Background: an optimization exercise with open tools, aiming at small area, a short achievable clock period and few clock cycles per item. Do not read the settings as production practice. The RTL was checked by simulation tests, not by an equivalence proof against the original design. Power and IR drop assume default switching activity.

## md5_core
module md5_core(
    input  logic         clk,
    input  logic         reset_n,
    input  logic         start_i,
    input  logic [511:0] msg_i,
    output logic [127:0] digest_o,
    output logic         done_o
);
==> module md5_round_datapath, before the edit <==
module md5_round_datapath(
    input  logic         clk,
    input  logic         busy_i,
    input  logic         last_i,
    input  logic [3:0]   fn_i,
    input  logic [3:0]   qsel_i,      
    input  logic [3:0]   rsel_i,
    input  logic [3:0]   qseln_i,     
    input  logic [3:0]   rseln_i,
    input  logic [15:0]  ssel_i,
    input  logic [31:0]  k1_i,      
    input  logic [7:0]   kh_i,
    input  logic [7:0]   kl_i,
    input  logic [31:0]  msg0_i,    
    input  logic [31:0]  word_i,    
    output logic [127:0] digest_o
);
    logic [31:0] b, c, d, p, x0, x1, nx0, nx1;
    logic [31:0] f, rp, rf, k0, k1;
    logic [31:0] e0s, e0c, e1s, e1c, u0, v0, u1, v1, z0, z1, new_b;
    logic [31:0] e0m, e1m, v0m, v1m, h0, g0, t0, h1, g1, t1;
    logic [31:0] pg;    
    logic        cw;    
    function automatic logic [31:0] rotate(input logic [31:0] x,
                                           input logic [3:0] q,
                                           input logic [3:0] r);
        logic [31:0] y;
        y = ({32{q[0]}} & {x[27:0], x[31:28]})
          | ({32{q[1]}} & {x[22:0], x[31:23]})
          | ({32{q[2]}} & {x[17:0], x[31:18]})
          | ({32{q[3]}} & {x[11:0], x[31:12]});
        rotate = ({32{r[0]}} & y)
               | ({32{r[1]}} & {y[30:0], y[31]})
               | ({32{r[2]}} & {y[29:0], y[31:30]})
               | ({32{r[3]}} & {y[28:0], y[31:29]});
    endfunction
    function automatic logic [63:0] prefix(input logic [31:0] g, input logic [31:0] t);
        logic [31:0] gg, tt, gn, tn;
        gg = g;
        tt = t;
        for (int sp = 1; sp < 32; sp = sp * 2) begin
            gn = gg;
            tn = tt;
            for (int i = sp; i < 32; i++) begin
                gn[i] = gg[i] | (tt[i] & gg[i - sp]);
                tn[i] = tt[i] & tt[i - sp];
            end
            gg = gn;
            tt = tn;
        end
        prefix = {tt, gg};
    endfunction
    function automatic logic [31:0] add_ci(input logic [31:0] x, input logic [31:0] y,
                                           input logic ci);
        logic [31:0] h, gg, tt, s;
        h = x ^ y;
        {tt, gg} = prefix(x & y, h);
        s[0] = h[0] ^ ci;
        for (int i = 1; i < 32; i++) s[i] = h[i] ^ (gg[i-1] | (tt[i-1] & ci));
        add_ci = s;
    endfunction
    assign f = (b & x1) | (~b & x0);
    assign nx1 = ({32{fn_i[0]}} & b)
               | ({32{fn_i[1]}} & (b | c))
               | ({32{fn_i[2]}} & ~(b ^ c))
               | ({32{fn_i[3]}} & ~b);
    assign nx0 = ({32{fn_i[0]}} & c)
               | ({32{fn_i[1]}} & (b & ~c))
               | ({32{fn_i[2]}} & (b ^ c))
               | ({32{fn_i[3]}} & ~(b ^ c));
    md5_carries u_car (.x_i(p), .y_i(f), .c_o(pg));
    always_comb begin
        cw = 1'b0;
        for (int i = 0; i < 16; i++) begin
            cw = cw | (ssel_i[i] & pg[31 - md5_pkg::shift_of(4'(i))]);
        end
    end
    assign k0 = {32{last_i}} & md5_pkg::IV_B;
    assign k1 = k1_i;
    assign rp = rotate(p, ~qseln_i, ~rseln_i);
    assign rf = rotate(f, qsel_i, rsel_i);
    assign e0s = b ^ rp ^ k0;
    assign e0m = (b & rp) | (b & k0) | (rp & k0);
    assign e0c = {e0m[30:0], 1'b0};
    assign e1s = b ^ rp ^ k1;
    assign e1m = (b & rp) | (b & k1) | (rp & k1);
    assign e1c = {e1m[30:0], 1'b0};
    assign u0  = e0s ^ e0c ^ rf;
    assign v0m = (e0s & e0c) | (e0s & rf) | (e0c & rf);
    assign v0  = {v0m[30:0], 1'b0};
    assign u1  = e1s ^ e1c ^ rf;
    assign v1m = (e1s & e1c) | (e1s & rf) | (e1c & rf);
    assign v1  = {v1m[30:0], 1'b0};
    md5_prefix u_pre0 (.x_i(u0), .y_i(v0), .h_o(h0), .g_o(g0), .t_o(t0));
    md5_prefix u_pre1 (.x_i(u1), .y_i(v1), .h_o(h1), .g_o(g1), .t_o(t1));
    assign z0 = h0 ^ {g0[30:0] | (t0[30:0] & {31{cw}}), cw};
    assign z1 = h1 ^ {g1[30:0] | (t1[30:0] & {31{cw}}), cw};
    assign new_b = pg[31] ? z1 : z0;
    always_ff @(posedge clk) begin
        if (!busy_i) begin
            b <= md5_pkg::IV_B;
            c <= md5_pkg::IV_C;
            d <= md5_pkg::IV_D;
            p <= msg0_i;
            x0 <= md5_pkg::C0F;
            x1 <= md5_pkg::C0F;
        end else begin
            x0 <= nx0;
            x1 <= nx1;
            b <= new_b;
            c <= last_i ? b + md5_pkg::IV_C : b;
            d <= last_i ? c + md5_pkg::IV_D : c;
            p <= d + word_i + md5_pkg::k_next(kh_i, kl_i);
        end
    end
    assign digest_o = {d, c, b, p};
endmodule
==> module md5_prefix, before the edit <==
module md5_prefix(
    input  logic [31:0] x_i,
    input  logic [31:0] y_i,
    output logic [31:0] h_o,
    output logic [31:0] g_o,
    output logic [31:0] t_o
);
    logic [31:0] gg, tt, gn, tn;
    always_comb begin
        h_o = x_i ^ y_i;
        gg  = x_i & y_i;
        tt  = h_o;
        for (int sp = 1; sp < 32; sp = sp * 2) begin
            gn = gg;
            tn = tt;
            for (int i = sp; i < 32; i++) begin
                gn[i] = gg[i] | (tt[i] & gg[i - sp]);
                tn[i] = tt[i] & tt[i - sp];
            end
            gg = gn;
            tt = tn;
        end
        g_o = gg;
        t_o = tt;
    end
endmodule
clock: 11.0 ns
lec_check: 0
cap_margin: 20
core_margin: 2
core_utilization: 40
slew_margin: 20
synth_hierarchical: 1
synth_minimum_keep_size: 0
standard.sh (not shown) runs the stock make flow with config.mk's settings and CLKGATE_MAP_FILE= SYNTH_SCRIPT=/design/flow/synth_recipe.tcl, a recipe that flattens the netlist after the stock synthesis.
==> flow/flow/run.sh <==
#!/bin/bash
# Standard ORFS layout, with plain buf_1 cells as port buffers, a tighter
# setup-repair target and a clock tree with larger sink clusters and no
# dummy loads; every tool's output is kept in the ORFS logs and in
# standard.log.
set -euo pipefail
export BUFFER_PORTS_ARGS="-buffer_cell sky130_fd_sc_hd__buf_1"
export SETUP_SLACK_MARGIN=7
export CTS_ARGS="-sink_clustering_enable -repair_clock_nets -dont_use_dummy_load -sink_clustering_size 16 -sink_clustering_max_diameter 80 -buf_list {sky130_fd_sc_hd__clkbuf_4 sky130_fd_sc_hd__clkbuf_8}"
bash standard.sh > standard.log 2>&1
The first run ran to the end with no violations.
Testbench counts at the start, summed over its fixed seeds: cycles 12,488, items 192.
==> next run, changes <==
--- a/flow/design.v
+++ b/flow/design.v
@@ -274,13 +274,13 @@
     input  logic [31:0]  word_i,    
     output logic [127:0] digest_o
 );
     logic [31:0] b, c, d, p, x0, x1, nx0, nx1;
     logic [31:0] f, rp, rf, k0, k1;
     logic [31:0] e0s, e0c, e1s, e1c, u0, v0, u1, v1, z0, z1, new_b;
-    logic [31:0] e0m, e1m, v0m, v1m, h0, g0, t0, h1, g1, t1;
+    logic [31:0] e0m, e1m, v0m, v1m;
     logic [31:0] pg;    
     logic        cw;    
     function automatic logic [31:0] rotate(input logic [31:0] x,
                                            input logic [3:0] q,
                                            input logic [3:0] r);
         logic [31:0] y;
@@ -347,16 +347,14 @@
     assign u0  = e0s ^ e0c ^ rf;
     assign v0m = (e0s & e0c) | (e0s & rf) | (e0c & rf);
     assign v0  = {v0m[30:0], 1'b0};
     assign u1  = e1s ^ e1c ^ rf;
     assign v1m = (e1s & e1c) | (e1s & rf) | (e1c & rf);
     assign v1  = {v1m[30:0], 1'b0};
-    md5_prefix u_pre0 (.x_i(u0), .y_i(v0), .h_o(h0), .g_o(g0), .t_o(t0));
-    md5_prefix u_pre1 (.x_i(u1), .y_i(v1), .h_o(h1), .g_o(g1), .t_o(t1));
-    assign z0 = h0 ^ {g0[30:0] | (t0[30:0] & {31{cw}}), cw};
-    assign z1 = h1 ^ {g1[30:0] | (t1[30:0] & {31{cw}}), cw};
+    md5_add_ci u_add0 (.x_i(u0), .y_i(v0), .ci_i(cw), .s_o(z0));
+    md5_add_ci u_add1 (.x_i(u1), .y_i(v1), .ci_i(cw), .s_o(z1));
     assign new_b = pg[31] ? z1 : z0;
     always_ff @(posedge clk) begin
         if (!busy_i) begin
             b <= md5_pkg::IV_B;
             c <= md5_pkg::IV_C;
             d <= md5_pkg::IV_D;
@@ -371,36 +369,35 @@
             d <= last_i ? c + md5_pkg::IV_D : c;
             p <= d + word_i + md5_pkg::k_next(kh_i, kl_i);
         end
     end
     assign digest_o = {d, c, b, p};
 endmodule
-module md5_prefix(
+module md5_add_ci(
     input  logic [31:0] x_i,
     input  logic [31:0] y_i,
-    output logic [31:0] h_o,
-    output logic [31:0] g_o,
-    output logic [31:0] t_o
+    input  logic        ci_i,
+    output logic [31:0] s_o
 );
-    logic [31:0] gg, tt, gn, tn;
+    logic [31:0] h, gg, tt, gn, tn;
     always_comb begin
-        h_o = x_i ^ y_i;
-        gg  = x_i & y_i;
-        tt  = h_o;
+        h  = x_i ^ y_i;
+        gg = x_i & y_i;
+        tt = h;
         for (int sp = 1; sp < 32; sp = sp * 2) begin
             gn = gg;
             tn = tt;
             for (int i = sp; i < 32; i++) begin
                 gn[i] = gg[i] | (tt[i] & gg[i - sp]);
                 tn[i] = tt[i] & tt[i - sp];
             end
             gg = gn;
             tt = tn;
         end
-        g_o = gg;
-        t_o = tt;
+        s_o[0] = h[0] ^ ci_i;
+        for (int i = 1; i < 32; i++) s_o[i] = h[i] ^ (gg[i-1] | (tt[i-1] & ci_i));
     end
 endmodule
 module md5_carries(
     input  logic [31:0] x_i,
     input  logic [31:0] y_i,
     output logic [31:0] c_o
What happened: Critical path depth went up by 6. Routed wire length shrinks slightly. Final cell count fell slightly. Fmax goes down slightly. Sequential power is about the same.
Testbench counts after the change, summed over its fixed seeds: cycles 12,488, items 192.

separate check: timing with driven ports:
The results above use ideal ports. As a check the final layouts listed here were re-extracted and re-timed, cells and wires unchanged. Step 1, drivers: a clkbuf_16 drives clk and a buf_2 each remaining input, both assumed. Step 2 adds t to the input delays and takes it off the output delays; t is the mean of the earliest and latest rising clock arrival at the registers after step 1. Input paths then give back, and output paths get back, about the clock's delay inside the block. Slacks: no drivers / after step 1 / after step 2; pairs: no drivers / after step 1.
run | t (ns) | setup slack, ns | clock arrival spread, ns | worst register clock-pin slew, ns
the first run | 0.820 | 6.254 / 6.254 / 6.254 | 0.089 / 0.090 | 0.11 / 0.11
the second run | 0.765 | 6.231 / 6.231 / 6.231 | 0.155 / 0.155 | 0.12 / 0.12
After both steps every run listed still meets setup and hold.
